Source: an optimization exercise on an open RTL-to-GDS flow (aim: small area, a short achievable clock period and few clock cycles per item). Production flows keep margins and buffers that such runs may drop.
At most, simulation tests tie the RTL to the original design; equivalence was not proved.
No functional check of the RTL was part of runs 1, 3 and 4.
Power figures rest on the tool's default switching activity, not on a simulated workload.

### flow/config.mk
export PLATFORM = sky130hd
export DESIGN_NAME = circle_mask_rect_generator_unit
export DESIGN_NICKNAME = circle_mask_rect_generator_unit
export VERILOG_FILES = /design/flow/design.v
export SDC_FILE = /design/flow/constraint.sdc
export NUM_CORES = 4
export LEC_CHECK = 0
export CAP_MARGIN = 20
export CORE_MARGIN = 2
export CORE_UTILIZATION = 40
export SLEW_MARGIN = 20
### flow/constraint.sdc
create_clock -name core_clock -period 8.0 [get_ports {clk}]
set_input_delay 1.6000 -clock core_clock [delete_from_list [all_inputs] [get_ports {clk}]]
set_output_delay 1.6000 -clock core_clock [all_outputs]
set_load 0.01 [all_outputs]
### flow/design.v
package cmru_pkg;
  localparam logic signed [13:0] CENTER_X_RST = 14'sd2048;
  localparam logic signed [13:0] CENTER_Y_RST = 14'sd1920;
  localparam logic [11:0]        RADIUS_RST   = 12'd2968;
endpackage
module cmru_edge_trk (
  input  logic               clk,
  input  logic [2:0]         op,
  input  logic               dm,      
  input  logic signed [24:0] dq,      
  input  logic signed [24:0] hx,      
  input  logic               hc,      
  input  logic [3:0]         o,
  output logic [7:0]         k,
  output logic [7:0]         k_nxt,
  output logic               cv
);
  localparam logic [2:0] OP_HOLD = 3'd0;
  localparam logic [2:0] OP_CLR  = 3'd1;
  localparam logic [2:0] OP_HOR  = 3'd2;
  localparam logic [2:0] OP_OFS  = 3'd3;
  localparam logic [2:0] OP_MOVE = 3'd4;
  localparam logic [2:0] OP_STEP = 3'd5;
  localparam logic [2:0] OP_CONV = 3'd6;
  logic signed [24:0] s_r, xa, xc, s1;
  logic [7:0]         k_r;
  logic [24:0]        m32;
  logic [7:0]         o2;
  logic               kz, stp;
  assign m32 = {8'd0, k_r, o, 5'd0};
  assign o2  = {4'd0, o} * {4'd0, o};
  assign kz  = (k_r == 8'd0);
  assign cv  = dm ? (s_r[24] || kz) : !s_r[24];
  assign stp = (op == OP_STEP) && !cv;
  always_comb begin
    xa = '0;
    xc = '0;
    case (op)
      OP_MOVE: xa = dq;
      OP_STEP: begin
        xa = dm ? $signed(~m32) : $signed(m32);
        xc = dm ? 25'sd769 : 25'sd256;
      end
      OP_CONV: begin
        xa = $signed(~m32);
        xc = 25'sd257;
      end
      OP_HOR: begin
        xa = hx;
        xc = {24'd0, hc};
      end
      OP_OFS: xa = $signed({17'd0, o2});
      default: begin
      end
    endcase
  end
  assign s1 = s_r + xa + xc;
  always_comb begin
    k_nxt = k_r;
    if (op == OP_CLR) k_nxt = 8'd0;
    else if (stp)     k_nxt = dm ? (k_r - 8'd1) : (k_r + 8'd1);
  end
  always_ff @(posedge clk) begin
    case (op)
      OP_CLR:                  s_r <= '0;
      OP_HOR, OP_OFS, OP_MOVE,
      OP_CONV:                 s_r <= s1;
      OP_STEP:                 if (stp) s_r <= s1;
      default: begin
      end
    endcase
    k_r <= k_nxt;
  end
  assign k = k_r;
endmodule
module circle_mask_rect_generator_unit #(
  parameter bit PF_OUT = 1'b1    
) (
  input  logic         clk,
  input  logic         rst_n,
  input  logic         in_valid,
  output logic         in_ready,
  input  logic [7:0]   in_row,
  output logic         out_valid,
  input  logic         out_ready,
  output logic [8:0]   out_x_left,
  output logic [7:0]   out_y_top,
  output logic [8:0]   out_x_right,
  output logic [7:0]   out_y_bottom,
  output logic         out_last_of_batch,
  input  logic         cfg_valid,
  output logic         cfg_ready,
  input  logic [1:0]   cfg_index,
  input  logic [13:0]  cfg_data
);
  localparam logic [2:0] OP_HOLD = 3'd0;
  localparam logic [2:0] OP_CLR  = 3'd1;
  localparam logic [2:0] OP_HOR  = 3'd2;
  localparam logic [2:0] OP_OFS  = 3'd3;
  localparam logic [2:0] OP_MOVE = 3'd4;
  localparam logic [2:0] OP_STEP = 3'd5;
  localparam logic [2:0] OP_CONV = 3'd6;
  logic signed [13:0] cx_r, cy_r;
  logic [11:0]        rad_r;
  logic       r0_v;
  logic [7:0] y_r;
  logic       f_is0, f_inb, f_last, f_band;
  logic       bdone_r, rph_r, have_r;
  logic              tv_r, dm_r;
  logic [7:0]        ty_r;
  logic signed [13:0] q_r;       
  logic [1:0]        tst_r;      
  logic [3:0]        hcnt_r;
  logic [24:0]       hb_r;       
  logic              hbit_r;
  logic       run_open_r;
  logic [7:0] run_t_r, run_b_r;
  logic [8:0] run_l_r, run_r_r;
  logic       match_r;
  logic       p_v, p_e1, p_e2, p_band, p_last;
  logic [7:0] p_a, p_b;
  logic [8:0] p_l, p_r;
  logic cfg_wr;
  assign cfg_wr = cfg_valid && (cfg_index != 2'd3);
  logic               open_c, closed_c, act_c, band_c;
  logic signed [14:0] cy_e, r_e, lo_s, hi_s, lo_f, hi_f;
  logic [7:0]         top_c, bot_c;
  assign open_c   = (rad_r >= 12'd2968);
  assign closed_c = (rad_r == 12'd0);
  assign act_c    = !open_c && !closed_c;
  assign cy_e     = {cy_r[13], cy_r};
  assign r_e      = {3'b000, rad_r};
  assign lo_s     = cy_e - r_e;
  assign hi_s     = cy_e + r_e + 15'sd15;
  assign lo_f     = lo_s >>> 4;
  assign hi_f     = hi_s >>> 4;
  assign top_c    = lo_f[14] ? 8'd0 : (lo_f > 15'sd240) ? 8'd240 : lo_f[7:0];
  assign bot_c    = hi_f[14] ? 8'd0 : (hi_f > 15'sd240) ? 8'd240 : hi_f[7:0];
  assign band_c   = act_c && (top_c < bot_c);
  logic in_is0, in_inb, in_last, in_band;
  assign in_is0  = (in_row == 8'd0);
  assign in_inb  = act_c && (in_row >= top_c) && (in_row < bot_c);
  assign in_last = ({1'b0, in_row} + 9'd1 == {1'b0, bot_c});
  assign in_band = in_is0 && (closed_c || (act_c && ((top_c != 8'd0) || (bot_c != 8'd240))));
  logic [3:0]         o_l, o_r;
  logic [7:0]         k_l, k_r, kn_l, kn_r;
  logic               cv_l, cv_r, cvb;
  logic [2:0]         op;
  logic signed [24:0] dq, hx;
  logic               hc;
  logic               res_now, res_ok, need_conv, mv;
  logic [7:0]         clr_t;
  logic signed [13:0] ap;
  assign o_l = cx_r[3:0];
  assign o_r = 4'(-cx_r[3:0]);
  assign cvb = cv_l && cv_r;
  assign res_now   = tv_r && (tst_r == 2'd0) && (ty_r == y_r) && cvb;
  assign res_ok    = have_r || res_now;
  assign need_conv = !dm_r && !q_r[13];
  assign mv        = need_conv ? 1'b0 : 1'b1;
  always_comb begin
    op    = OP_HOLD;
    clr_t = top_c;
    if (tst_r == 2'd1) begin
      op = OP_HOR;
    end else if (tst_r == 2'd2) begin
      op = OP_OFS;
    end else if (r0_v && f_inb && !have_r) begin
      if (tv_r && ((ty_r == y_r) || ({1'b0, ty_r} + 9'd1 == {1'b0, y_r}))) begin
        if (!cvb)           op = OP_STEP;
        else if (need_conv) op = OP_CONV;
        else                op = OP_MOVE;
      end else begin
        op    = OP_CLR;
        clr_t = y_r;
      end
    end else if (r0_v && f_inb) begin
      if (res_now) op = need_conv ? OP_CONV : OP_MOVE;
    end else if (!tv_r) begin
      if (band_c) op = OP_CLR;
    end else if (!cvb) begin
      op = OP_STEP;
    end
    if (cfg_wr) op = OP_HOLD;
  end
  assign ap = $signed({2'b00, rad_r}) + 14'sd8 - q_r;
  assign dq = $signed({{7{q_r[12]}}, q_r[12:0], 5'd0});
  assign hx = !hbit_r ? 25'sd0 : (hcnt_r == 4'd13) ? $signed(~hb_r) : $signed(hb_r);
  assign hc = hbit_r && (hcnt_r == 4'd13);
  cmru_edge_trk u_trk_l (
    .clk (clk), .op (op), .dm (dm_r), .dq (dq), .hx (hx), .hc (hc), .o (o_l),
    .k (k_l), .k_nxt (kn_l), .cv (cv_l)
  );
  cmru_edge_trk u_trk_r (
    .clk (clk), .op (op), .dm (dm_r), .dq (dq), .hx (hx), .hc (hc), .o (o_r),
    .k (k_r), .k_nxt (kn_r), .cv (cv_r)
  );
  always_ff @(posedge clk) begin
    if (!rst_n) begin
      tv_r  <= 1'b0;
      tst_r <= 2'd0;
    end else if (cfg_wr) begin
      tv_r  <= 1'b0;
      tst_r <= 2'd0;
    end else begin
      case (op)
        OP_CLR: begin
          tv_r  <= 1'b0;
          tst_r <= 2'd1;
        end
        OP_HOR: if (hcnt_r == 4'd13) tst_r <= 2'd2;
        OP_OFS: begin
          tst_r <= 2'd0;
          tv_r  <= 1'b1;
        end
        default: begin
        end
      endcase
    end
  end
  always_ff @(posedge clk) begin
    case (op)
      OP_CLR: begin
        ty_r   <= clr_t;
        q_r    <= $signed({2'b00, clr_t, 4'b0000}) + 14'sd16 - cy_r;
        hb_r   <= 25'($signed(cy_r) - $signed({2'b00, rad_r}) - 14'sd8 - $signed({2'b00, clr_t, 4'b0000}));
        hbit_r <= rad_r[0] ^ cy_r[0];
        hcnt_r <= 4'd0;
        dm_r   <= 1'b0;
      end
      OP_HOR: begin
        hb_r   <= {hb_r[23:0], 1'b0};
        hbit_r <= ap[hcnt_r + 4'd1];
        hcnt_r <= hcnt_r + 4'd1;
      end
      OP_MOVE: begin
        ty_r <= ty_r + 8'd1;
        q_r  <= q_r + 14'sd16;
      end
      OP_CONV: dm_r <= 1'b1;
      default: begin
      end
    endcase
  end
  function automatic logic [17:0] edges(input logic signed [13:0] cx, input logic [7:0] kl,
                                        input logic [7:0] kr);
    logic signed [10:0] fl, ce, ls, rs;
    logic [8:0]         lx, rx;
    fl = {cx[13], cx[13:4]};
    ce = fl + {10'd0, (cx[3:0] != 4'd0)};
    ls = fl - $signed({3'b000, kl});
    rs = ce + $signed({3'b000, kr});
    lx = ls[10] ? 9'd0 : (ls > 11'sd256) ? 9'd256 : ls[8:0];
    rx = rs[10] ? 9'd0 : (rs > 11'sd256) ? 9'd256 : rs[8:0];
    edges = {lx, rx};
  endfunction
  logic [8:0] lx, rx;
  assign {lx, rx} = edges(cx_r, k_l, k_r);
  logic       pfree, done, push;
  logic       ev_band, ev_e1, ev_e2, ev_last;
  logic [7:0] ev_a, ev_b;
  logic [8:0] ev_l, ev_r;
  logic       ro, run_full, old_ex, fin_ex, run_has;
  logic       run_new, run_ext, run_drop, set_bdone, set_rph;
  assign pfree    = PF_OUT ? (!p_v || (out_ready && !(p_e1 && p_e2))) : !p_v;
  assign ro       = run_open_r && !f_is0;
  assign run_full = (run_l_r == 9'd0) && (run_r_r == 9'd256);
  assign old_ex   = ro && !match_r && !run_full;
  assign fin_ex   = f_last && ((lx != 9'd0) || (rx != 9'd256));
  assign run_has  = !run_full;
  always_comb begin
    done      = 1'b0;
    push      = 1'b0;
    ev_band   = 1'b0;
    ev_a      = run_t_r;
    ev_b      = run_b_r;
    ev_l      = run_l_r;
    ev_r      = run_r_r;
    ev_e1     = (run_l_r != 9'd0);
    ev_e2     = (run_r_r != 9'd256);
    ev_last   = 1'b1;
    run_new   = 1'b0;
    run_ext   = 1'b0;
    run_drop  = 1'b0;
    set_bdone = 1'b0;
    set_rph   = 1'b0;
    if (r0_v) begin
      if (!f_inb) begin
        if (f_band) begin
          ev_band = 1'b1;
          push    = pfree;
          done    = pfree;
        end else begin
          done = 1'b1;
        end
        run_drop = f_is0;
      end else if (res_ok) begin
        if (f_band && !bdone_r) begin
          ev_band   = 1'b1;
          ev_last   = !fin_ex;
          push      = pfree;
          set_bdone = pfree;
        end else if (!rph_r) begin
          if (!old_ex || pfree) begin
            push    = old_ex;
            ev_last = !fin_ex;
            run_ext = match_r && ro;
            run_new = !(match_r && ro);
            if (f_last) set_rph = 1'b1;
            else        done    = 1'b1;
          end
        end else begin
          if (!run_has || pfree) begin
            push     = run_has;
            done     = 1'b1;
            run_drop = 1'b1;
          end
        end
      end
    end
    if (ev_band) begin
      ev_a  = closed_c ? 8'd240 : top_c;
      ev_b  = bot_c;
      ev_l  = 9'd256;
      ev_r  = 9'd0;
      ev_e1 = closed_c || (top_c != 8'd0);
      ev_e2 = !closed_c && (bot_c != 8'd240);
    end
  end
  assign in_ready  = !r0_v || done;
  assign cfg_ready = 1'b1;
  logic [8:0]         lxn, rxn, rln, rrn;
  logic signed [13:0] cxn;
  assign cxn = (cfg_valid && cfg_index == 2'd0) ? $signed(cfg_data) : cx_r;
  assign {lxn, rxn} = edges(cxn, kn_l, kn_r);
  assign rln = run_new ? lx : run_l_r;
  assign rrn = run_new ? rx : run_r_r;
  always_ff @(posedge clk) begin
    if (!rst_n) begin
      cx_r       <= 14'sd2048;
      cy_r       <= 14'sd1920;
      rad_r      <= 12'd2968;
      r0_v       <= 1'b0;
      run_open_r <= 1'b0;
      p_v        <= 1'b0;
      bdone_r    <= 1'b0;
      rph_r      <= 1'b0;
      have_r     <= 1'b0;
    end else begin
      if (cfg_valid) begin
        case (cfg_index)
          2'd0: cx_r  <= $signed(cfg_data);
          2'd1: cy_r  <= $signed(cfg_data);
          2'd2: rad_r <= cfg_data[11:0];
          default: begin
          end
        endcase
      end
      if (in_ready) r0_v <= in_valid;
      if (done) begin
        bdone_r <= 1'b0;
        rph_r   <= 1'b0;
        have_r  <= 1'b0;
      end else begin
        if (set_bdone) bdone_r <= 1'b1;
        if (set_rph)   rph_r   <= 1'b1;
        if (r0_v && f_inb && res_ok) have_r <= 1'b1;
      end
      if (run_drop)     run_open_r <= 1'b0;
      else if (run_new) run_open_r <= 1'b1;
      if (push) begin
        p_v <= 1'b1;
      end else if (p_v && out_ready && !(p_e1 && p_e2)) begin
        p_v <= 1'b0;
      end
    end
  end
  always_ff @(posedge clk) begin
    if (in_ready && in_valid) begin
      y_r    <= in_row;
      f_is0  <= in_is0;
      f_inb  <= in_inb;
      f_last <= in_last;
      f_band <= in_band;
    end
    if (run_new) begin
      run_t_r <= y_r;
      run_b_r <= y_r + 8'd1;
      run_l_r <= lx;
      run_r_r <= rx;
    end else if (run_ext) begin
      if (run_b_r != 8'd240) run_b_r <= run_b_r + 8'd1;
    end
    match_r <= (lxn == rln) && (rxn == rrn);
    if (push) begin
      p_e1   <= ev_e1;
      p_e2   <= ev_e2;
      p_band <= ev_band;
      p_last <= ev_last;
      p_a    <= ev_a;
      p_b    <= ev_b;
      p_l    <= ev_l;
      p_r    <= ev_r;
    end else if (p_v && out_ready && p_e1 && p_e2) begin
      p_e1 <= 1'b0;
    end
  end
  assign out_valid         = p_v;
  assign out_x_left        = p_e1 ? 9'd0 : p_r;
  assign out_x_right       = p_e1 ? p_l : 9'd256;
  assign out_y_top         = p_band ? (p_e1 ? 8'd0 : p_b) : p_a;
  assign out_y_bottom      = p_band ? (p_e1 ? p_a : 8'd240) : p_b;
  assign out_last_of_batch = p_last && !(p_e1 && p_e2);
endmodule
### flow/run.sh
#!/bin/bash
# synth_recipe.tcl (not shown) runs the flow's synth.tcl, then flattens the netlist and writes it again
# the make line also repeats each setting of config.mk as NAME=value (left out here)
make -C /OpenROAD-flow-scripts/flow DESIGN_CONFIG=/design/flow/config.mk WORK_HOME=/design/flow/orfs CLKGATE_MAP_FILE= SYNTH_SCRIPT=/design/flow/synth_recipe.tcl finish
==> impl_metrics.toml, run 1 <==
[power_and_ir_drop]
p_per_area_nw_per_um2 = 174
p_int_uw = 3060
peakVddDrop_uv = 150
power_frac_comb = 0.354
p_leak_uw = 0.0114
switchingPower_uw = 1650
p_clk_frac = 0.288
switching_share = 0.350
pwr-share-seq = 0.357

[yosys]
syn_inst = 2492
ys_warn_count = 2
syn-num-nets = 2802
yosysMostFrequentCell = "ha_1"
synth_top_area_cell = "edfxtp_1"
avgSynthCellArea_um2 = 8.89
synth_cell_type_count = 99
synth_edf_count = 169
synth_area_um2 = 22200
synth_top_area_frac = 0.229
synth_common_cells = "ha_1 (253), nand2_1 (223), nor2_1 (203)"
synthTopCellsByArea = "edfxtp_1 (23%), ha_1 (14%), dfxtp_1 (7.6%)"
synth_seq_cells = 253
synth-async-reset-ratio = 0
ys_seq_area_frac = 0.305
ys.flop_type = "edfxtp_1"

[route]
wirelength_um = 65600
drc = 0
firstDrtPassIters = 5
postRouteAntennaNets = 0
viasPerCell = 5.42
detailroute.via_count = 19100
avgRoutedWirePerCell_um = 18.6
drt_iter0_markers = 1242

[worst_hold_path]
hold_start = "cy_r[2]$_SDFFE_PN0P_"
hold_path_end = "cy_r[2]$_SDFFE_PN0P_"
hold_path_class = "reg -> reg"
whs_path_depth = 2

[global_route]
antenna_found_initial = 1
grtUsageTotal = 0.224
grt_pass1_wl_um = 101000
grt_pass1_vias = 18300
grt.met1_usage = 0.303
met2_usage = 0.374
grt_max_degree = 44
grt.busiest_layer = "met2"
grt.overflow.total = 0
grt.met3_usage = 0.0247

[outcome]
outcome = "no timing/DRC/antenna violations"

[place]
post-place-ws_ns = -0.655
dpl_cell_area_um2 = 25100
dp_hpwl_um = 51700
routabilityCongestion = 0.917
io_buffers = 65

[layout]
design_area_um2 = 27100
antennaDiodeCount = 0
num-nets-final = 3062
drive_above_1_share = 0.167
area_delta_synth_final_pct = 22.4

[setup_path]
worstSetupPathType = "reg -> reg"
timing.rr.start = "rad_r[7]$_SDFFE_PN1P_"
r2r_setup_slack_ns = 0.20
slowest_delay_ns = 0.52
cp_top_family = "compound AO/OA/AOI/OAI gates"
timing.rr.end = "u_trk_l.s_r[24]$_SDFFCE_PN0P_"
setup.worst_path.end_class = "flop"
crit_fanout = 7
cp-start-kind = "flop"
path_buf_inv = 8
critPathArrivalTime_ns = 8.26
r2r_cells = 37
cp_slowest_cell = "or4_1"
critical_path_required_ns = 8.46

[sta]
post-route-period-util = 0.975
tightest_slew_ns = 1.04
setup_tns_ns = 0
clock_skew_ns = 0.0246
rsz0062_at_grt = "true"
hold-worst-slack_ns = 0.476
slew_headroom = 0.304
layout_setup_ws_ns = 0.198
hold_viol_final = 0
finalCriticalPeriod_ns = 7.80
setup_viol = 0
timing.fmax_mhz = 128
drv_slew = 0

[floorplanning]
rows = 86
die_w_um = 239
core_um2 = 55000
ios = 67
die_y_um = 239
die_area_um2 = 57300
start_util = 0.403

[cts]
cts_buffers = 31
htreeDepth = 1
tritoncts = "built"
clkTransAtPathRegs_ns = 0.07
cts_hold_buf = 0
cts_root_buffer = "clkbuf_16"
cts_num_sinks = 253
insertion_delay_ns = 0.61
clk_path_buf_depth = 3

[job]
max-cap-violations = 0
## cell families (layout without fill, tap and decap cells)
group	count (synthesis)	count (layout)	share of synthesized area
fa+ha+maj	283	283	0.169
other cells	1	1	0.000169
compound gates	597	597	0.183
xor+xnor	216	216	0.0872
flops	253	253	0.305
mux	49	49	0.0248
simple gates	819	819	0.183
buf+inv	274	559	0.0473
## how the worst max path moves through the flow
stage / start / cells past startpoint / end / slack, ns
global placement: cy_r[1]$_SDFFE_PN0P_ / 34 / u_trk_r.s_r[24]$_SDFFCE_PN0P_ / -0.59
global route: cy_r[3]$_SDFFE_PN0P_ / 36 / u_trk_l.s_r[24]$_SDFFCE_PN0P_ / -0.16
detailed placement: rad_r[1]$_SDFFE_PN0P_ / 34 / u_trk_r.s_r[24]$_SDFFCE_PN0P_ / -0.65
finish: rad_r[7]$_SDFFE_PN1P_ / 37 / u_trk_l.s_r[24]$_SDFFCE_PN0P_ / 0.20
CTS: rad_r[7]$_SDFFE_PN1P_ / 41 / match_r$_DFF_P_ / 0.01
floorplan: rad_r[6]$_SDFFE_PN0P_ / 35 / u_trk_l.s_r[24]$_SDFFCE_PN0P_ / 0.003
## registers in the layout, indices dropped and copies added (netlist names), 12 cells and up
register and cells:
cx_r 14, cy_r 14, hb_r 25, q_r 14, rad_r 12, u_trk_l.s_r 25
u_trk_r.s_r 25
## power groups by stage
stage	Combinational (uW)	Sequential, uW	Clock [uW]
finish	1670	1680	1360
global route	1840	1700	1430
CTS	1580	1680	1390
detailed placement	1550	1710	0
global placement	1520	1700	0
floorplan	1060	1670	0
## worst reg2reg max path: cells and delay by family (launching register included)
| kind | cells | cell delay (ns) |
|---|---|---|
| multiplexers | 1 | 0.32 |
| flip-flops | 1 | 0.33 |
| AND/OR/NAND/NOR | 9 | 1.79 |
| buffers and inverters | 8 | 0.99 |
| AO/OA/AOI/OAI | 14 | 2.76 |
| adder cells (fa/ha/maj) | 5 | 1.46 |
## cell type report
type / count / area [um^2]
fill: 5126 / 27900
clock buffer: 35 / 811
multi-input combinational: 1965 / 15300
inverter: 200 / 756
clock inverter: 23 / 140
timing repair buffer: 301 / 2450
tap: 748 / 936
sequential: 253 / 6760
## routing by layer
| layer | vias up | part of all wire |
|---|---|---|
| li1 | 9500 | - |
| met1 | 9108 | 0.46 |
| met2 | 391 | 0.47 |
| met3 | 106 | 0.040 |
| met4 | 2 | 0.032 |
| met5 | - | 0.00020 |
## timing repair
action,CTS,global route
endpoints found under the setup margin,23,23
pin swaps,10,58
resized for setup,28,133
hold endpoints to repair,0,0
buffers inserted,5,16
## per-stage QoR
step	util	total power [uW]	std cells
after floorplan	-	2720	2492
after global placement	0.457	3230	3447
after detailed placement	0.457	3250	3447
after CTS	0.478	4640	3510
final	0.493	4710	3525
after global routing	0.493	4970	3525
## placed cells by master (no fill, tap or decap), types with 14 or more instances in the layout
cell type / netlist / layout
nand2b_1: 35 / 35
o211ai_1: 25 / 25
nor2_1: 203 / 199
o21ai_1: 36 / 32
xnor2_1: 117 / 117
nor4_1: 23 / 21
ha_4: 0 / 17
inv_1: 196 / 186
fa_1: 28 / 25
nor3_1: 56 / 51
o21a_1: 26 / 26
o21ai_0: 96 / 90
a21oi_1: 134 / 123
buf_4: 2 / 228
clkdlybuf4s50_1: 0 / 65
clkbuf_16: 0 / 31
nor2b_1: 58 / 58
nand2_1: 223 / 220
a21o_1: 46 / 46
and3_1: 19 / 19
dfxtp_1: 84 / 78
and2_1: 43 / 40
nand4_1: 15 / 15
xor2_1: 96 / 94
nand3_1: 51 / 51
mux2_2: 15 / 15
ha_1: 253 / 230
edfxtp_1: 169 / 169
a31oi_1: 28 / 22
nor3b_1: 16 / 14
o21bai_1: 17 / 17
mux2i_1: 29 / 28
==> run 2: changes to the inputs <==
--- a/flow/design.v
+++ b/flow/design.v
@@ -18,6 +18,6 @@
   localparam logic [2:0] OP_HOLD = 3'd0;
   localparam logic [2:0] OP_CLR  = 3'd1;
-  localparam logic [2:0] OP_HOR  = 3'd2;
-  localparam logic [2:0] OP_OFS  = 3'd3;
+  localparam logic [2:0] OP_PREP = 3'd2;
+  localparam logic [2:0] OP_HOR  = 3'd3;
   localparam logic [2:0] OP_MOVE = 3'd4;
   localparam logic [2:0] OP_STEP = 3'd5;
@@ -50,5 +50,4 @@
         xc = {24'd0, hc};
       end
-      OP_OFS: xa = $signed({17'd0, o2});
       default: begin
       end
@@ -63,8 +62,7 @@
   always_ff @(posedge clk) begin
     case (op)
-      OP_CLR:                  s_r <= '0;
-      OP_HOR, OP_OFS, OP_MOVE,
-      OP_CONV:                 s_r <= s1;
-      OP_STEP:                 if (stp) s_r <= s1;
+      OP_CLR:                   s_r <= $signed({17'd0, o2});
+      OP_HOR, OP_MOVE, OP_CONV: s_r <= s1;
+      OP_STEP:                  if (stp) s_r <= s1;
       default: begin
       end
@@ -75,5 +73,5 @@
 endmodule
 module circle_mask_rect_generator_unit #(
-  parameter bit PF_OUT = 1'b1    
+  parameter bit PF_OUT = 1'b0    
 ) (
   input  logic         clk,
@@ -96,6 +94,6 @@
   localparam logic [2:0] OP_HOLD = 3'd0;
   localparam logic [2:0] OP_CLR  = 3'd1;
-  localparam logic [2:0] OP_HOR  = 3'd2;
-  localparam logic [2:0] OP_OFS  = 3'd3;
+  localparam logic [2:0] OP_PREP = 3'd2;
+  localparam logic [2:0] OP_HOR  = 3'd3;
   localparam logic [2:0] OP_MOVE = 3'd4;
   localparam logic [2:0] OP_STEP = 3'd5;
@@ -106,16 +104,20 @@
   logic [7:0] y_r;
   logic       f_is0, f_inb, f_last, f_band;
+  logic       f_same, f_nxt;      
   logic       bdone_r, rph_r, have_r;
-  logic              tv_r, dm_r;
-  logic [7:0]        ty_r;
+  logic               tv_r, dm_r;
+  logic [7:0]         ty_r;
   logic signed [13:0] q_r;       
-  logic [1:0]        tst_r;      
-  logic [3:0]        hcnt_r;
-  logic [24:0]       hb_r;       
-  logic              hbit_r;
+  logic [1:0]         tst_r;     
+  logic [3:0]         hcnt_r;
+  logic [24:0]        hb_r;      
+  logic               hbit_r;
+  logic               band_r;    
+  logic [7:0]         top_r;
+  logic               wr_d;      
   logic       run_open_r;
   logic [7:0] run_t_r, run_b_r;
   logic [8:0] run_l_r, run_r_r;
-  logic       match_r;
+  logic [8:0] lx_r, rx_r;         
   logic       p_v, p_e1, p_e2, p_band, p_last;
   logic [7:0] p_a, p_b;
@@ -149,23 +151,22 @@
   logic signed [24:0] dq, hx;
   logic               hc;
-  logic               res_now, res_ok, need_conv, mv;
+  logic               res_now, res_ok, need_conv;
   logic [7:0]         clr_t;
-  logic signed [13:0] ap;
+  logic signed [13:0] ap, bp;
   assign o_l = cx_r[3:0];
   assign o_r = 4'(-cx_r[3:0]);
   assign cvb = cv_l && cv_r;
-  assign res_now   = tv_r && (tst_r == 2'd0) && (ty_r == y_r) && cvb;
+  assign res_now   = tv_r && (tst_r == 2'd0) && f_same && cvb;
   assign res_ok    = have_r || res_now;
   assign need_conv = !dm_r && !q_r[13];
-  assign mv        = need_conv ? 1'b0 : 1'b1;
   always_comb begin
     op    = OP_HOLD;
-    clr_t = top_c;
+    clr_t = top_r;
     if (tst_r == 2'd1) begin
-      op = OP_HOR;
+      op = OP_PREP;
     end else if (tst_r == 2'd2) begin
-      op = OP_OFS;
+      op = OP_HOR;
     end else if (r0_v && f_inb && !have_r) begin
-      if (tv_r && ((ty_r == y_r) || ({1'b0, ty_r} + 9'd1 == {1'b0, y_r}))) begin
+      if (tv_r && (f_same || f_nxt)) begin
         if (!cvb)           op = OP_STEP;
         else if (need_conv) op = OP_CONV;
@@ -176,13 +177,13 @@
       end
     end else if (r0_v && f_inb) begin
-      if (res_now) op = need_conv ? OP_CONV : OP_MOVE;
+      if (tv_r && f_same && cvb) op = need_conv ? OP_CONV : OP_MOVE;
     end else if (!tv_r) begin
-      if (band_c) op = OP_CLR;
+      if (band_r && !wr_d) op = OP_CLR;
     end else if (!cvb) begin
       op = OP_STEP;
     end
-    if (cfg_wr) op = OP_HOLD;
   end
   assign ap = $signed({2'b00, rad_r}) + 14'sd8 - q_r;
+  assign bp = 14'sd8 - $signed({2'b00, rad_r}) - q_r;
   assign dq = $signed({{7{q_r[12]}}, q_r[12:0], 5'd0});
   assign hx = !hbit_r ? 25'sd0 : (hcnt_r == 4'd13) ? $signed(~hb_r) : $signed(hb_r);
@@ -209,6 +210,6 @@
           tst_r <= 2'd1;
         end
-        OP_HOR: if (hcnt_r == 4'd13) tst_r <= 2'd2;
-        OP_OFS: begin
+        OP_PREP: tst_r <= 2'd2;
+        OP_HOR: if (hcnt_r == 4'd13) begin
           tst_r <= 2'd0;
           tv_r  <= 1'b1;
@@ -224,9 +225,11 @@
         ty_r   <= clr_t;
         q_r    <= $signed({2'b00, clr_t, 4'b0000}) + 14'sd16 - cy_r;
-        hb_r   <= 25'($signed(cy_r) - $signed({2'b00, rad_r}) - 14'sd8 - $signed({2'b00, clr_t, 4'b0000}));
-        hbit_r <= rad_r[0] ^ cy_r[0];
-        hcnt_r <= 4'd0;
         dm_r   <= 1'b0;
       end
+      OP_PREP: begin
+        hb_r   <= 25'(bp);
+        hbit_r <= ap[0];
+        hcnt_r <= 4'd0;
+      end
       OP_HOR: begin
         hb_r   <= {hb_r[23:0], 1'b0};
@@ -243,19 +246,12 @@
     endcase
   end
-  function automatic logic [17:0] edges(input logic signed [13:0] cx, input logic [7:0] kl,
-                                        input logic [7:0] kr);
-    logic signed [10:0] fl, ce, ls, rs;
-    logic [8:0]         lx, rx;
-    fl = {cx[13], cx[13:4]};
-    ce = fl + {10'd0, (cx[3:0] != 4'd0)};
-    ls = fl - $signed({3'b000, kl});
-    rs = ce + $signed({3'b000, kr});
-    lx = ls[10] ? 9'd0 : (ls > 11'sd256) ? 9'd256 : ls[8:0];
-    rx = rs[10] ? 9'd0 : (rs > 11'sd256) ? 9'd256 : rs[8:0];
-    edges = {lx, rx};
-  endfunction
-  logic [8:0] lx, rx;
-  assign {lx, rx} = edges(cx_r, k_l, k_r);
-  logic       pfree, done, push;
+  logic signed [13:0] cxn;
+  logic signed [10:0] fl, ce, ls, rs;
+  assign cxn = (cfg_valid && cfg_index == 2'd0) ? $signed(cfg_data) : cx_r;
+  assign fl  = {cxn[13], cxn[13:4]};
+  assign ce  = fl + {10'd0, (cxn[3:0] != 4'd0)};
+  assign ls  = fl - $signed({3'b000, kn_l});
+  assign rs  = ce + $signed({3'b000, kn_r});
+  logic       pfree, done, push, match;
   logic       ev_band, ev_e1, ev_e2, ev_last;
   logic [7:0] ev_a, ev_b;
@@ -265,7 +261,8 @@
   assign pfree    = PF_OUT ? (!p_v || (out_ready && !(p_e1 && p_e2))) : !p_v;
   assign ro       = run_open_r && !f_is0;
+  assign match    = (lx_r == run_l_r) && (rx_r == run_r_r);
   assign run_full = (run_l_r == 9'd0) && (run_r_r == 9'd256);
-  assign old_ex   = ro && !match_r && !run_full;
-  assign fin_ex   = f_last && ((lx != 9'd0) || (rx != 9'd256));
+  assign old_ex   = ro && !match && !run_full;
+  assign fin_ex   = f_last && ((lx_r != 9'd0) || (rx_r != 9'd256));
   assign run_has  = !run_full;
   always_comb begin
@@ -305,6 +302,6 @@
             push    = old_ex;
             ev_last = !fin_ex;
-            run_ext = match_r && ro;
-            run_new = !(match_r && ro);
+            run_ext = match && ro;
+            run_new = !(match && ro);
             if (f_last) set_rph = 1'b1;
             else        done    = 1'b1;
@@ -330,10 +327,10 @@
   assign in_ready  = !r0_v || done;
   assign cfg_ready = 1'b1;
-  logic [8:0]         lxn, rxn, rln, rrn;
-  logic signed [13:0] cxn;
-  assign cxn = (cfg_valid && cfg_index == 2'd0) ? $signed(cfg_data) : cx_r;
-  assign {lxn, rxn} = edges(cxn, kn_l, kn_r);
-  assign rln = run_new ? lx : run_l_r;
-  assign rrn = run_new ? rx : run_r_r;
+  logic       acc;
+  logic [7:0] yn, ty1, ty2;
+  assign acc = in_ready && in_valid;
+  assign yn  = acc ? in_row : y_r;
+  assign ty1 = ty_r + 8'd1;
+  assign ty2 = ty_r + 8'd2;
   always_ff @(posedge clk) begin
     if (!rst_n) begin
@@ -377,5 +374,5 @@
   end
   always_ff @(posedge clk) begin
-    if (in_ready && in_valid) begin
+    if (acc) begin
       y_r    <= in_row;
       f_is0  <= in_is0;
@@ -384,13 +381,19 @@
       f_band <= in_band;
     end
+    f_same <= (op == OP_MOVE) ? (yn == ty1) : (yn == ty_r);
+    f_nxt  <= (op == OP_MOVE) ? (yn == ty2) : (yn == ty1);
+    band_r <= band_c;
+    wr_d   <= cfg_wr;
+    top_r  <= top_c;
+    lx_r <= ls[10] ? 9'd0 : (ls > 11'sd256) ? 9'd256 : ls[8:0];
+    rx_r <= rs[10] ? 9'd0 : (rs > 11'sd256) ? 9'd256 : rs[8:0];
     if (run_new) begin
       run_t_r <= y_r;
       run_b_r <= y_r + 8'd1;
-      run_l_r <= lx;
-      run_r_r <= rx;
+      run_l_r <= lx_r;
+      run_r_r <= rx_r;
     end else if (run_ext) begin
       if (run_b_r != 8'd240) run_b_r <= run_b_r + 8'd1;
     end
-    match_r <= (lxn == rln) && (rxn == rrn);
     if (push) begin
       p_e1   <= ev_e1;
==> run 2 against run 1 <==
  * Synthesized cell count is 1.8% lower
  * Final cell count is 8.9% lower
  * Maximum frequency is 9.9% higher
  * Clock-buffer cell count is 15 higher
  * Clock power is 17% higher
  * Critical path depth is 13 lower
  * Wire length is 11% lower
  * Die area is 1.4% lower
  * Clock skew is 0.0042 ns lower
  * Non-clock buffer count is 217 lower
  * Worst setup slack better by 0.70 ns
  * Critical path type unchanged
==> impl_metrics.toml, run 2 <==
[global_route]
grt.overflow.total = 0
grt_pass1_vias = 16900
grt_pass1_wl_um = 92500
grt_max_degree = 51
antenna_found_initial = 0
grtUsageTotal = 0.205

[setup_path]
cp-start-kind = "flop"
path_buf_inv = 1
cp_slowest_cell = "or3_1"
crit_fanout = 16
cp_cell_sequence = "nor4_1 -> a211oi_2 -> a2111oi_4 -> nand2b_1 -> a21oi_1 -> o31ai_4 -> or3_1 -> inv_1 -> a21oi_1 -> o21ai_0 -> fa_1 -> ha_1 -> fa_1 -> a21o_1 -> a21oi_1 -> o21ai_0 -> nand2_1 -> o2111ai_1 -> a41oi_1 -> o21ai_0 -> a31oi_1 -> a21oi_1 -> xnor2_1 -> nor2_1"
cp_top_family = "compound AO/OA/AOI/OAI gates"
setup.worst_path.end_class = "flop"
critical_path_required_ns = 8.28
slowest_delay_ns = 0.54
worstSetupPathType = "reg -> reg"
crit_top_cell = "a21oi_1"
r2r_setup_slack_ns = 0.90
r2r_cells = 24
critPathArrivalTime_ns = 7.38
timing.rr.end = "u_trk_l.s_r[23]$_SDFFCE_PP0P_"
timing.rr.start = "u_trk_l.k_r[0]$_DFF_P_"

[yosys]
ys.flop_type = "edfxtp_1"
synth_common_cells = "ha_1 (229), nor2_1 (220), nand2_1 (217)"
synth_edf_count = 179
yosysMostFrequentCell = "ha_1"
synth_top_area_cell = "edfxtp_1"
synth-async-reset-ratio = 0
ys_seq_area_frac = 0.340
synth_seq_cells = 282
syn_inst = 2446
syn-num-nets = 2720
synth_top_area_frac = 0.246
synth_cell_type_count = 100
synth_area_um2 = 21900
avgSynthCellArea_um2 = 8.93
ys_warn_count = 2
synthTopCellsByArea = "edfxtp_1 (25%), ha_1 (13%), dfxtp_1 (9.4%)"

[worst_hold_path]
whs_path_depth = 0
hold_path_class = "reg -> reg"
hold_start = "lx_r[2]$_SDFF_PP0_"
hold_path_end = "run_l_r[2]$_DFFE_PP_"

[cts]
htreeDepth = 2
cts_hold_buf = 0
clk_path_buf_depth = 3
clkTransAtPathRegs_ns = 0.06
cts_root_buffer = "clkbuf_16"
cts_buffers = 36
cts_num_sinks = 282
cts-resized-gates = 0
tritoncts = "built"
insertion_delay_ns = 0.56
cts_setup_buffers = 0

[layout]
area_delta_synth_final_pct = 11.5
num-nets-final = 2761
reg_top3 = "hb_r (25), u_trk_l.s_r (25), u_trk_r.s_r (25)"
instances_no_fill = 3210
fillers = 5204
antennaDiodeCount = 0
drive_above_1_share = 0.0541
most-common-layout-cells = "ha_1 (229), nor2_1 (220), nand2_1 (217)"
mostFrequentLayoutCell = "ha_1"

[floorplanning]
die_w_um = 238
die_y_um = 238
start_util = 0.405
core_um2 = 53900
ios = 67
rows = 85
die_area_um2 = 56500

[job]
max-cap-violations = 0

[sta]
slew_headroom = 0.302
layout_setup_ws_ns = 0.902
tightest_slew_ns = 1.02
setup_tns_ns = 0
hold_viol_final = 0
clock_skew_ns = 0.0204
finalCriticalPeriod_ns = 7.10
timing.fmax_mhz = 141
drv_slew = 0
setup_viol = 0
rsz0062_at_grt = "false"
post-route-period-util = 0.887

[outcome]
outcome = "no timing/DRC/antenna violations"

[route]
wirelength_um = 58200
detailroute.via_count = 17800
firstDrtPassIters = 5
avgRoutedWirePerCell_um = 18.1
drc = 0
drt_iter0_markers = 1197
viasPerCell = 5.53
postRouteAntennaNets = 0

[power_and_ir_drop]
p_leak_uw = 0.00997
peakVddDrop_uv = 161
p_per_area_nw_per_um2 = 201

[place]
routabilityCongestion = 0.921
dp_hpwl_um = 44900
post-place-ws_ns = 0.669
dp_cells = 3144
io_buffers = 65
-- run 2: cell types whose count changed after synthesis, moves of 12 or more --
cell	previous run	this run
o21ai_0	96	155
inv_1	196	158
o21ai_1	36	2
xnor2_1	117	151
xor2_1	96	64
a21oi_1	134	160
ha_1	253	229
and2_1	43	65
dfxtp_1	84	103
nor2_1	203	220
mux2i_1	29	45
a22oi_1	2	16
fa_1	28	16
-- run 2: logic make-up (layout without fill, tap and decap cells) --
| kind of cell | after synthesis | in the layout | synth area share |
|---|---|---|---|
| other | 1 | 1 | 0.000172 |
| AO/OA/AOI/OAI | 577 | 577 | 0.170 |
| multiplexers | 59 | 59 | 0.0283 |
| AND/OR/NAND/NOR | 821 | 821 | 0.185 |
| XOR/XNOR | 215 | 215 | 0.0862 |
| buffers and inverters | 244 | 312 | 0.0436 |
| flip-flops | 282 | 282 | 0.340 |
| adder cells (fa/ha/maj) | 247 | 247 | 0.147 |
-- run 2: how the worst max path moves through the flow --
stage                     cells after the start  slack [ns]                            end                    from
after detailed placement                     23        0.67  u_trk_l.s_r[23]$_SDFFCE_PP0P_          dm_r$_DFFE_PP_
after global placement                       23        0.93  u_trk_l.s_r[23]$_SDFFCE_PP0P_          dm_r$_DFFE_PP_
after floorplan                              22        1.70  u_trk_r.s_r[23]$_SDFFCE_PP0P_   tst_r[1]$_SDFFE_PP0P_
after CTS                                    23        0.63  u_trk_l.s_r[23]$_SDFFCE_PP0P_          dm_r$_DFFE_PP_
after global routing                         24        0.28  u_trk_l.s_r[23]$_SDFFCE_PP0P_  u_trk_l.k_r[0]$_DFF_P_
final                                        24        0.90  u_trk_l.s_r[23]$_SDFFCE_PP0P_  u_trk_l.k_r[0]$_DFF_P_
-- run 2: metrics by stage --
stage                     utilization  instance area (um^2)  hold slack, ns  power [uW]
after floorplan                     -                 21900           0.406        2930
after global placement          0.430                 23200           0.462        3290
after detailed placement        0.430                 23200           0.472        3310
after CTS                       0.452                 24300           0.479        4920
after global routing            0.452                 24400           0.488        5170
final                           0.452                 24400           0.482        4900
-- run 2: layout make-up --
cell class                 count  area [um^2]  area share
clock buffer                  50         1010      0.0417
clock inverter                15          128     0.00524
inverter                     163          613      0.0252
multi-input combinational   1920        13500       0.554
sequential                   282         7440       0.305
tap                          696          871      0.0357
timing repair buffer          84          797      0.0327
-- run 2: report_power, final --
part / switching, uW / internal (uW) / total (uW) / leakage, uW
Clock: 660 / 926 / 1590 / 0.000567
Sequential: 142 / 1760 / 1900 / 0.00253
Combinational: 837 / 575 / 1410 / 0.00687
Total: 1640 / 3260 / 4900 / 0.00997
-- run 2: worst register-to-register path, cell delays in order, from the launching register on --
cell       delay [ns]
dfxtp_1          0.37
nor4_1           0.41
a211oi_2         0.18
a2111oi_4        0.47
nand2b_1         0.17
a21oi_1          0.09
o31ai_4          0.43
or3_1            0.54
inv_1            0.12
a21oi_1          0.44
o21ai_0          0.34
fa_1             0.48
ha_1             0.23
fa_1             0.40
a21o_1           0.17
a21oi_1          0.27
o21ai_0          0.24
nand2_1          0.15
o2111ai_1        0.19
a41oi_1          0.40
o21ai_0          0.14
a31oi_1          0.26
a21oi_1          0.12
xnor2_1          0.14
nor2_1           0.05
-- run 2: metal layers --
layer  vias up  global-route usage  share of wire
met5         -                   0              0
met4         0              0.0663          0.028
met3       102              0.0268          0.048
met2       432               0.335           0.46
met1      8405               0.279           0.46
li1       8814                   -              -
Testbench counts of run 2, summed over its fixed seeds: cycles 19,080, rows 11,528.
==> run 3: changes to the inputs <==
--- a/flow/design.v
+++ b/flow/design.v
@@ -6,9 +6,15 @@
 module cmru_edge_trk (
   input  logic               clk,
-  input  logic [2:0]         op,
-  input  logic               dm,      
-  input  logic signed [24:0] dq,      
-  input  logic signed [24:0] hx,      
-  input  logic               hc,      
+  input  logic               sel_clr,    
+  input  logic               sel_prep,   
+  input  logic               sel_hor,    
+  input  logic               sel_move,   
+  input  logic               sel_step,   
+  input  logic               sel_conv,   
+  input  logic               dm,         
+  input  logic               dm_nxt,
+  input  logic signed [24:0] dq,
+  input  logic signed [24:0] hx,
+  input  logic               hc,
   input  logic [3:0]         o,
   output logic [7:0]         k,
@@ -16,59 +22,43 @@
   output logic               cv
 );
-  localparam logic [2:0] OP_HOLD = 3'd0;
-  localparam logic [2:0] OP_CLR  = 3'd1;
-  localparam logic [2:0] OP_PREP = 3'd2;
-  localparam logic [2:0] OP_HOR  = 3'd3;
-  localparam logic [2:0] OP_MOVE = 3'd4;
-  localparam logic [2:0] OP_STEP = 3'd5;
-  localparam logic [2:0] OP_CONV = 3'd6;
-  logic signed [24:0] s_r, xa, xc, s1;
+  logic signed [24:0] s_r, xa, s1, s_nxt;
   logic [7:0]         k_r;
+  logic               cv_r;
   logic [24:0]        m32;
   logic [7:0]         o2;
-  logic               kz, stp;
+  logic               stp, k0, k1, kz_nxt, sn;
   assign m32 = {8'd0, k_r, o, 5'd0};
   assign o2  = {4'd0, o} * {4'd0, o};
-  assign kz  = (k_r == 8'd0);
-  assign cv  = dm ? (s_r[24] || kz) : !s_r[24];
-  assign stp = (op == OP_STEP) && !cv;
+  assign stp = sel_step && !cv_r;
   always_comb begin
     xa = '0;
-    xc = '0;
-    case (op)
-      OP_MOVE: xa = dq;
-      OP_STEP: begin
-        xa = dm ? $signed(~m32) : $signed(m32);
-        xc = dm ? 25'sd769 : 25'sd256;
-      end
-      OP_CONV: begin
-        xa = $signed(~m32);
-        xc = 25'sd257;
-      end
-      OP_HOR: begin
-        xa = hx;
-        xc = {24'd0, hc};
-      end
-      default: begin
-      end
-    endcase
+    if (sel_move)       xa = dq;
+    if (stp && !dm)     xa = $signed(m32 + 25'd256);
+    if (stp && dm)      xa = $signed(25'd768 - m32);
+    if (sel_conv)       xa = $signed(25'd256 - m32);
+    if (sel_hor)        xa = hx;
+  end
+  assign s1 = s_r + xa;
+  always_comb begin
+    s_nxt = s_r;
+    if (sel_prep)                                   s_nxt = $signed({17'd0, o2}) + $signed({24'd0, hc});
+    else if (sel_hor || sel_move || stp || sel_conv) s_nxt = s1;
   end
-  assign s1 = s_r + xa + xc;
   always_comb begin
     k_nxt = k_r;
-    if (op == OP_CLR) k_nxt = 8'd0;
-    else if (stp)     k_nxt = dm ? (k_r - 8'd1) : (k_r + 8'd1);
+    if (sel_clr)  k_nxt = 8'd0;
+    else if (stp) k_nxt = dm ? (k_r - 8'd1) : (k_r + 8'd1);
   end
+  assign k0     = (k_r == 8'd0);
+  assign k1     = (k_r == 8'd1);
+  assign kz_nxt = sel_clr || (stp ? (dm && k1) : k0);
+  assign sn     = s_nxt[24];
   always_ff @(posedge clk) begin
-    case (op)
-      OP_CLR:                   s_r <= $signed({17'd0, o2});
-      OP_HOR, OP_MOVE, OP_CONV: s_r <= s1;
-      OP_STEP:                  if (stp) s_r <= s1;
-      default: begin
-      end
-    endcase
-    k_r <= k_nxt;
+    s_r  <= s_nxt;
+    k_r  <= k_nxt;
+    cv_r <= dm_nxt ? (sn || kz_nxt) : !sn;
   end
-  assign k = k_r;
+  assign k  = k_r;
+  assign cv = cv_r;
 endmodule
 module circle_mask_rect_generator_unit #(
@@ -160,4 +150,8 @@
   assign res_ok    = have_r || res_now;
   assign need_conv = !dm_r && !q_r[13];
+  logic sel_clr, sel_prep, sel_hor, sel_move, sel_step, sel_conv, dm_nxt;
+  logic need, rel;
+  assign need = r0_v && f_inb;
+  assign rel  = tv_r && (f_same || f_nxt);
   always_comb begin
     op    = OP_HOLD;
@@ -167,6 +161,6 @@
     end else if (tst_r == 2'd2) begin
       op = OP_HOR;
-    end else if (r0_v && f_inb && !have_r) begin
-      if (tv_r && (f_same || f_nxt)) begin
+    end else if (need && !have_r) begin
+      if (rel) begin
         if (!cvb)           op = OP_STEP;
         else if (need_conv) op = OP_CONV;
@@ -176,5 +170,5 @@
         clr_t = y_r;
       end
-    end else if (r0_v && f_inb) begin
+    end else if (need) begin
       if (tv_r && f_same && cvb) op = need_conv ? OP_CONV : OP_MOVE;
     end else if (!tv_r) begin
@@ -184,15 +178,26 @@
     end
   end
+  assign sel_clr  = (op == OP_CLR);
+  assign sel_prep = (op == OP_PREP);
+  assign sel_hor  = (op == OP_HOR);
+  assign sel_move = (op == OP_MOVE);
+  assign sel_step = (op == OP_STEP);
+  assign sel_conv = (op == OP_CONV);
+  assign dm_nxt   = sel_conv ? 1'b1 : sel_clr ? 1'b0 : dm_r;
   assign ap = $signed({2'b00, rad_r}) + 14'sd8 - q_r;
   assign bp = 14'sd8 - $signed({2'b00, rad_r}) - q_r;
   assign dq = $signed({{7{q_r[12]}}, q_r[12:0], 5'd0});
   assign hx = !hbit_r ? 25'sd0 : (hcnt_r == 4'd13) ? $signed(~hb_r) : $signed(hb_r);
-  assign hc = hbit_r && (hcnt_r == 4'd13);
+  assign hc = ap[13];
   cmru_edge_trk u_trk_l (
-    .clk (clk), .op (op), .dm (dm_r), .dq (dq), .hx (hx), .hc (hc), .o (o_l),
+    .clk (clk), .sel_clr (sel_clr), .sel_prep (sel_prep), .sel_hor (sel_hor),
+    .sel_move (sel_move), .sel_step (sel_step), .sel_conv (sel_conv),
+    .dm (dm_r), .dm_nxt (dm_nxt), .dq (dq), .hx (hx), .hc (hc), .o (o_l),
     .k (k_l), .k_nxt (kn_l), .cv (cv_l)
   );
   cmru_edge_trk u_trk_r (
-    .clk (clk), .op (op), .dm (dm_r), .dq (dq), .hx (hx), .hc (hc), .o (o_r),
+    .clk (clk), .sel_clr (sel_clr), .sel_prep (sel_prep), .sel_hor (sel_hor),
+    .sel_move (sel_move), .sel_step (sel_step), .sel_conv (sel_conv),
+    .dm (dm_r), .dm_nxt (dm_nxt), .dq (dq), .hx (hx), .hc (hc), .o (o_r),
     .k (k_r), .k_nxt (kn_r), .cv (cv_r)
   );
@@ -225,5 +230,4 @@
         ty_r   <= clr_t;
         q_r    <= $signed({2'b00, clr_t, 4'b0000}) + 14'sd16 - cy_r;
-        dm_r   <= 1'b0;
       end
       OP_PREP: begin
@@ -241,12 +245,12 @@
         q_r  <= q_r + 14'sd16;
       end
-      OP_CONV: dm_r <= 1'b1;
       default: begin
       end
     endcase
+    dm_r <= dm_nxt;
   end
   logic signed [13:0] cxn;
   logic signed [10:0] fl, ce, ls, rs;
-  assign cxn = (cfg_valid && cfg_index == 2'd0) ? $signed(cfg_data) : cx_r;
+  assign cxn = cx_r;
   assign fl  = {cxn[13], cxn[13:4]};
   assign ce  = fl + {10'd0, (cxn[3:0] != 4'd0)};
==> run 3 against run 2 <==
  * Sequential cell count increased by 2
  * Clock-buffer cell count decreased by 2
  * Maximum frequency increased by 6.5%
  * Synthesized cell count increased by 6.8%
  * Core utilization about the same
  * Register-to-register slack improved by 0.44 ns
  * Die area increased by 1.9%
  * Worst hold slack got worse by 0.00093 ns
  * Final cell count increased by 5.8%
  * Critical path type unchanged
==> impl_metrics.toml, run 3 <==
[sta]
post-route-period-util = 0.833
finalCriticalPeriod_ns = 6.66
drv_slew = 0
hold_viol_final = 0
setup_tns_ns = 0
setup_viol = 0
hold-worst-slack_ns = 0.481
tightest_slew_ns = 1.01
clock_skew_ns = 0.0177
slew_headroom = 0.307
timing.fmax_mhz = 150
rsz0062_at_grt = "false"

[place]
dpl_cell_area_um2 = 23600
routabilityCongestion = 0.912
io_buffers = 65
dp_hpwl_um = 49800

[yosys]
synthTopCellsByArea = "edfxtp_1 (24%), ha_1 (11%), dfxtp_1 (9.7%)"
syn_inst = 2612
yosysMostFrequentCell = "nand2_1"
synth_xor_area_frac = 0.0983
synthMuxAreaShare = 0.0187
syn-num-nets = 2844
synth_area_um2 = 22300
ys.flop_type = "edfxtp_1"
synth_top_area_cell = "edfxtp_1"
avgSynthCellArea_um2 = 8.53
ys_seq_area_frac = 0.334
synth_common_cells = "nand2_1 (256), nor2_1 (214), ha_1 (195)"
synth_compound_area_frac = 0.189
synth_top_area_frac = 0.237
ys_warn_count = 2
synth_cell_type_count = 90
synthSimpleGateAreaFrac = 0.197
synth_top_family_by_area = "simple AND/OR/NAND/NOR gates"
synth-async-reset-ratio = 0
synthAdderAreaFrac = 0.117
synth_edf_count = 176
synth_seq_cells = 284

[route]
wirelength_um = 65300
drc = 0
firstDrtPassIters = 5
drt_iter0_markers = 1283
avgRoutedWirePerCell_um = 19.2
viasPerCell = 5.61
detailroute.via_count = 19000
postRouteAntennaNets = 0

[setup_path]
cp_cell_sequence = "nand2b_1 -> nand2_2 -> a211oi_1 -> nand3_1 -> nor2_1 -> a21oi_1 -> nor2_1 -> o32ai_1 -> ha_1 -> o21a_1 -> o21ai_0 -> o31a_1 -> o21ai_0 -> a21oi_1 -> o31a_1 -> xnor2_1 -> or3_1 -> a21oi_2 -> mux2i_1"
critPathArrivalTime_ns = 7.14
crit_fanout = 32
worstSetupPathType = "reg -> reg"
setup.worst_path.end_class = "flop"
slowest_delay_ns = 0.77
cp_slowest_cell = "a211oi_1"
critical_path_required_ns = 8.48
cp-start-kind = "flop"

[global_route]
grt.busiest_layer = "met2"
grt_pass1_wl_um = 102000
grt.overflow.total = 0
antenna_found_initial = 0
grt_max_degree = 54
met2_usage = 0.381
grt_pass1_vias = 18300
grt.met3_usage = 0.0271
grtUsageTotal = 0.224
grt.met1_usage = 0.296

[floorplanning]
die_area_um2 = 57600
die_y_um = 240
start_util = 0.404
die_w_um = 240
ios = 67
core_um2 = 55100
rows = 86

[layout]
most-common-layout-cells = "nand2_1 (254), nor2_1 (213), ha_1 (195)"
num-nets-final = 2852
drive_above_1_share = 0.0499
antennaDiodeCount = 0
mostFrequentLayoutCell = "nand2_1"
area_delta_synth_final_pct = 11.6
design_area_um2 = 24900
reg_top3 = "hb_r (25), u_trk_l.s_r (25), u_trk_r.s_r (25)"
fin_util = 0.451

[cts]
clk_path_buf_depth = 3
insertion_delay_ns = 0.56
clkTransAtPathRegs_ns = 0.06
cts_root_buffer = "clkbuf_16"
cts_setup_buffers = 0
cts_hold_buf = 0
cts_buffers = 37
cts-resized-gates = 0
htreeDepth = 2
cts_num_sinks = 284
tritoncts = "built"

[outcome]
outcome = "no timing/DRC/antenna violations"

[power_and_ir_drop]
p_per_area_nw_per_um2 = 200
finalPower_uw = 4970
p_leak_uw = 0.00991
peakVddDrop_uv = 137

[job]
max-cap-violations = 0

[worst_hold_path]
hold_path_class = "reg -> reg"
-- run 3: cell types whose count changed after synthesis, moves of 14 or more --
cell | previous run | this run
nand2_1 | 217 | 256
xor2_1 | 64 | 97
and2_1 | 65 | 45
o21ai_0 | 155 | 169
clkbuf_1 | 65 | 94
a21boi_0 | 5 | 47
ha_1 | 229 | 195
a21oi_1 | 160 | 193
nor3_1 | 48 | 64
nand3_1 | 45 | 80
-- run 3: final timing paths --
kind                                            start              endpoint  slack [ns]  depth (start not counted)
worst max-delay path            tst_r[1]$_SDFFE_PP0P_  u_trk_l.cv_r$_DFF_P_        1.34                         19
worst min-delay path               rx_r[8]$_SDFF_PN0_  run_r_r[8]$_DFFE_PP_        0.48                          0
worst max register to register  tst_r[1]$_SDFFE_PP0P_  u_trk_l.cv_r$_DFF_P_        1.34                         19
worst min register to register     rx_r[8]$_SDFF_PN0_  run_r_r[8]$_DFFE_PP_        0.48                          0
-- run 3: power breakdown --
group | switching [uW] | internal (uW) | leakage [uW]
clock | 671 | 1090 | 0.000622
combinational | 817 | 541 | 0.00677
sequential | 133 | 1720 | 0.00252
total | 1620 | 3350 | 0.00991
-- run 3: final cells by class --
class,instances,area [um^2]
Fill cell,5457,30200
Timing Repair Buffer,82,778
Tap cell,748,936
Sequential cell,284,7450
Clock buffer,48,1010
Multi-Input combinational cell,2062,13900
Clock inverter,18,258
Inverter,153,574
-- run 3: worst max-delay path, delay by kind of cell (launching register included) --
kind                     cells  cell delay, ns
adder cells (fa/ha/maj)      1            0.35
XOR/XNOR                     1            0.14
AND/OR/NAND/NOR              6            2.53
multiplexers                 1            0.18
flip-flops                   1            0.45
AO/OA/AOI/OAI               10            2.93
-- run 3: cells by family after synthesis --
family / after synthesis
buf+inv: 266
mux: 40
flops: 284
other cells: 1
xor+xnor: 250
simple gates: 903
fa+ha+maj: 203
compound gates: 665
-- run 3: stage by stage --
step                      cells  setup slack, ns
after global placement     3329             1.60
after global routing       3395            0.741
after detailed placement   3329             1.42
after CTS                  3395             1.41
after floorplan            2612             3.03
final                      3395             1.34
-- run 3: routing by layer --
layer,vias up,routed length (um)
met5,-,0
met4,0,2030
met3,100,2930
met2,482,30700
met1,9105,29700
li1,9349,-
==> run 4: changes to the inputs <==
--- a/flow/design.v
+++ b/flow/design.v
@@ -22,10 +22,10 @@
   output logic               cv
 );
-  logic signed [24:0] s_r, xa, s1, s_nxt;
+  logic signed [24:0] s_r, xa, xb, s1, s2, s_nxt;
   logic [7:0]         k_r;
   logic               cv_r;
   logic [24:0]        m32;
   logic [7:0]         o2;
-  logic               stp, k0, k1, kz_nxt, sn;
+  logic               stp, k0, k1, kz_nxt, sn, two;
   assign m32 = {8'd0, k_r, o, 5'd0};
   assign o2  = {4'd0, o} * {4'd0, o};
@@ -40,7 +40,11 @@
   end
   assign s1 = s_r + xa;
+  assign xb  = dm ? $signed(25'd2048 - {m32[23:0], 1'b0}) : $signed({m32[23:0], 1'b0} + 25'd1024);
+  assign s2  = s_r + xb;
+  assign two = stp && (dm ? (!s1[24] && !k0 && !k1) : s1[24]);
   always_comb begin
     s_nxt = s_r;
     if (sel_prep)                                   s_nxt = $signed({17'd0, o2}) + $signed({24'd0, hc});
+    else if (two)                                   s_nxt = s2;
     else if (sel_hor || sel_move || stp || sel_conv) s_nxt = s1;
   end
@@ -48,9 +52,12 @@
     k_nxt = k_r;
     if (sel_clr)  k_nxt = 8'd0;
+    else if (two) k_nxt = dm ? (k_r - 8'd2) : (k_r + 8'd2);
     else if (stp) k_nxt = dm ? (k_r - 8'd1) : (k_r + 8'd1);
   end
   assign k0     = (k_r == 8'd0);
   assign k1     = (k_r == 8'd1);
-  assign kz_nxt = sel_clr || (stp ? (dm && k1) : k0);
+  logic k2;
+  assign k2     = (k_r == 8'd2);
+  assign kz_nxt = sel_clr || (two ? (dm && k2) : stp ? (dm && k1) : k0);
   assign sn     = s_nxt[24];
   always_ff @(posedge clk) begin
--- a/flow/config.mk
+++ b/flow/config.mk
@@ -9,3 +9,4 @@
 export CORE_MARGIN = 2
 export CORE_UTILIZATION = 40
+export SETUP_SLACK_MARGIN = 3
 export SLEW_MARGIN = 20
==> run 4 against run 3 <==
  * Wire length is 31% higher
  * Die area is 13% higher
  * Still clean
  * Highest routed layer is now met5
  * Register-to-register slack better by 0.13 ns
  * Critical path type unchanged
==> impl_metrics.toml, run 4 <==
[sta]
timing.fmax_mhz = 153
post-route-period-util = 0.817
setup_viol = 0
drv_slew = 0
tightest_slew_ns = 1.09
hold_viol_final = 0
setup_tns_ns = 0
rsz0062_at_grt = "true"
slew_headroom = 0.273
layout_setup_ws_ns = 1.47
hold-worst-slack_ns = 0.484
finalCriticalPeriod_ns = 6.53
clock_skew_ns = 0.0208

[yosys]
synth_seq_cells = 284
synth_area_um2 = 25300
synth_edf_count = 176
ys_seq_area_frac = 0.295
synth_compound_area_frac = 0.213
ys.flop_type = "edfxtp_1"
yosysMostFrequentCell = "nand2_1"
ys_warn_count = 2
synthSimpleGateAreaFrac = 0.188
synthTopCellsByArea = "edfxtp_1 (21%), ha_1 (12%), dfxtp_1 (8.6%)"
synth_cell_type_count = 92
synth_common_cells = "nand2_1 (288), ha_1 (238), a21oi_1 (236)"
synth_xor_area_frac = 0.109
synthAdderAreaFrac = 0.126
synth-async-reset-ratio = 0
syn_inst = 3017
avgSynthCellArea_um2 = 8.37
synth_top_family_by_area = "compound AO/OA/AOI/OAI gates"
synth_top_area_cell = "edfxtp_1"
syn-num-nets = 3294
synthMuxAreaShare = 0.0247
synth_top_area_frac = 0.209

[layout]
num-nets-final = 3446
mostFrequentLayoutCell = "nand2_1"
fillers = 6018
most-common-layout-cells = "nand2_1 (280), ha_1 (216), a21oi_1 (202)"
reg_top3 = "hb_r (25), u_trk_l.s_r (25), u_trk_r.s_r (25)"
area_delta_synth_final_pct = 20.5
design_area_um2 = 30400
drive_above_1_share = 0.147

[global_route]
grt_max_degree = 76
grt_pass1_wl_um = 131000
antenna_found_initial = 4
grt.overflow.total = 0
grtUsageTotal = 0.252
grt_pass1_vias = 22700

[power_and_ir_drop]
p_per_area_nw_per_um2 = 199
finalPower_uw = 6060
p_leak_uw = 0.0123
peakVddDrop_uv = 151

[cts]
clkTransAtPathRegs_ns = 0.06
insertion_delay_ns = 0.57
cts_root_buffer = "clkbuf_16"
cts_num_sinks = 284
clk_path_buf_depth = 3
tritoncts = "built"
cts_buffers = 37
htreeDepth = 2

[setup_path]
crit_fanout = 9
critical_path_required_ns = 8.51
path_buf_inv = 1
crit_top_cell = "a21oi_2"
critPathArrivalTime_ns = 7.04
worstSetupPathType = "reg -> reg"
cp_slowest_cell = "a211o_4"
cp_top_family = "compound AO/OA/AOI/OAI gates"
cp-start-kind = "flop"
slowest_delay_ns = 0.46
setup.worst_path.end_class = "flop"

[route]
drt_iter0_markers = 1734
firstDrtPassIters = 5
wirelength_um = 85300
avgRoutedWirePerCell_um = 21.1
detailroute.via_count = 23600
viasPerCell = 5.82
postRouteAntennaNets = 0
drc = 0

[floorplanning]
die_area_um2 = 65200
die_w_um = 255
rows = 92
ios = 67
core_um2 = 62700
die_y_um = 255
start_util = 0.403

[place]
post-place-ws_ns = 0.489
dpl_cell_area_um2 = 27100
routabilityCongestion = 0.976
io_buffers = 65
dp_hpwl_um = 65000

[job]
max-cap-violations = 0

[outcome]
outcome = "no timing/DRC/antenna violations"

[worst_hold_path]
hold_path_class = "reg -> reg"
==> run 4: what timing repair did <==
| item | 4_1_cts | 5_1_grt |
|---|---|---|
| cloned | 2 | 1 |
| buffers inserted | 88 | 30 |
| endpoints found under the setup margin | 102 | 75 |
| pin swaps | 84 | 65 |
| hold buffers | 0 | 0 |
| gates resized for setup | 201 | 95 |
==> run 4: layout make-up <==
| cell class | instances | area (um^2) | share of cell area |
|---|---|---|---|
| repair inverters | 1 | 6.26 | 0.000206 |
| inverters | 178 | 704 | 0.0231 |
| repair buffers | 225 | 1970 | 0.0649 |
| clock buffers | 53 | 1070 | 0.0353 |
| well taps | 846 | 1060 | 0.0348 |
| multi-input cells | 2442 | 18000 | 0.590 |
| flip-flops and latches | 284 | 7520 | 0.247 |
| clock inverters | 15 | 129 | 0.00423 |
| diodes | 1 | 2.50 | 0.0000822 |
==> run 4: where the power goes <==
part / switching [uW] / internal, uW
clock network: 683 / 975
logic: 1390 / 1030
registers: 204 / 1770
total: 2280 / 3780
==> run 4: path summary, 6_finish.rpt <==
| check | start | end | slack [ns] | depth (start not counted) |
|---|---|---|---|---|
| max | u_trk_r.cv_r$_DFF_P_ | rx_r[2]$_SDFF_PP0_ | 1.47 | 31 |
| min | bdone_r$_SDFFE_PP0P_ | bdone_r$_SDFFE_PP0P_ | 0.48 | 2 |
| max reg2reg | u_trk_r.cv_r$_DFF_P_ | rx_r[2]$_SDFF_PP0_ | 1.47 | 31 |
| min reg2reg | bdone_r$_SDFFE_PP0P_ | bdone_r$_SDFFE_PP0P_ | 0.48 | 2 |
==> run 4: through the flow <==
stage / std cells / util
floorplan: 3017 / -
global placement: 3855 / 0.432
detailed placement: 3855 / 0.432
CTS: 4013 / 0.474
global route: 4044 / 0.485
finish: 4045 / 0.485
==> run 4: cells by family (layout without fill, tap and decap cells) <==
group | after synthesis | after routing
compound gates | 848 | 848
simple gates | 971 | 971
mux | 59 | 59
fa+ha+maj | 249 | 249
buf+inv | 292 | 472
xor+xnor | 313 | 314
flops | 284 | 284
other cells | 1 | 2
==> run 4: worst register-to-register path, delay by kind of cell, from the launching register on <==
family	cells	cell delay, ns
compound gates	16	3.10
buf+inv	1	0.14
fa+ha+maj	3	1.04
mux	1	0.37
flops	1	0.37
simple gates	8	1.15
xor+xnor	2	0.30
==> run 4: per-layer routing <==
metal | GRT usage | vias up | part of all wire
met5 | 0 | - | 0.00012
met4 | 0.0869 | 2 | 0.032
met3 | 0.0313 | 159 | 0.055
met2 | 0.416 | 764 | 0.47
met1 | 0.340 | 11400 | 0.45
li1 | - | 11200 | -

[port drivers added, routing unchanged]
The results above use ideal ports. As a check the final layouts listed here were re-extracted and re-timed, cells and wires unchanged. Step 1 assumes that a clkbuf_16 drives the clock port and a buf_2 every other input. Step 2 adds t to the input delays and takes it off the output delays; t is the mean of the earliest and latest rising clock arrival at the registers after step 1. Input paths then give back, and output paths get back, about the clock's delay inside the block. a / b / c = ideal / step 1 / step 2; a / b = the first two.
run	t, ns	setup slack, ns	worst slew at a driven data input, ns
run 1	0.655	0.198 / 0.198 / 0.198	0.05
run 2	0.599	0.902 / 0.902 / 0.902	0.04
run 3	0.609	1.338 / 1.338 / 1.338	0.09
run 4	0.616	1.468 / 1.468 / 1.468	0.06
After both steps every run listed still meets setup and hold.
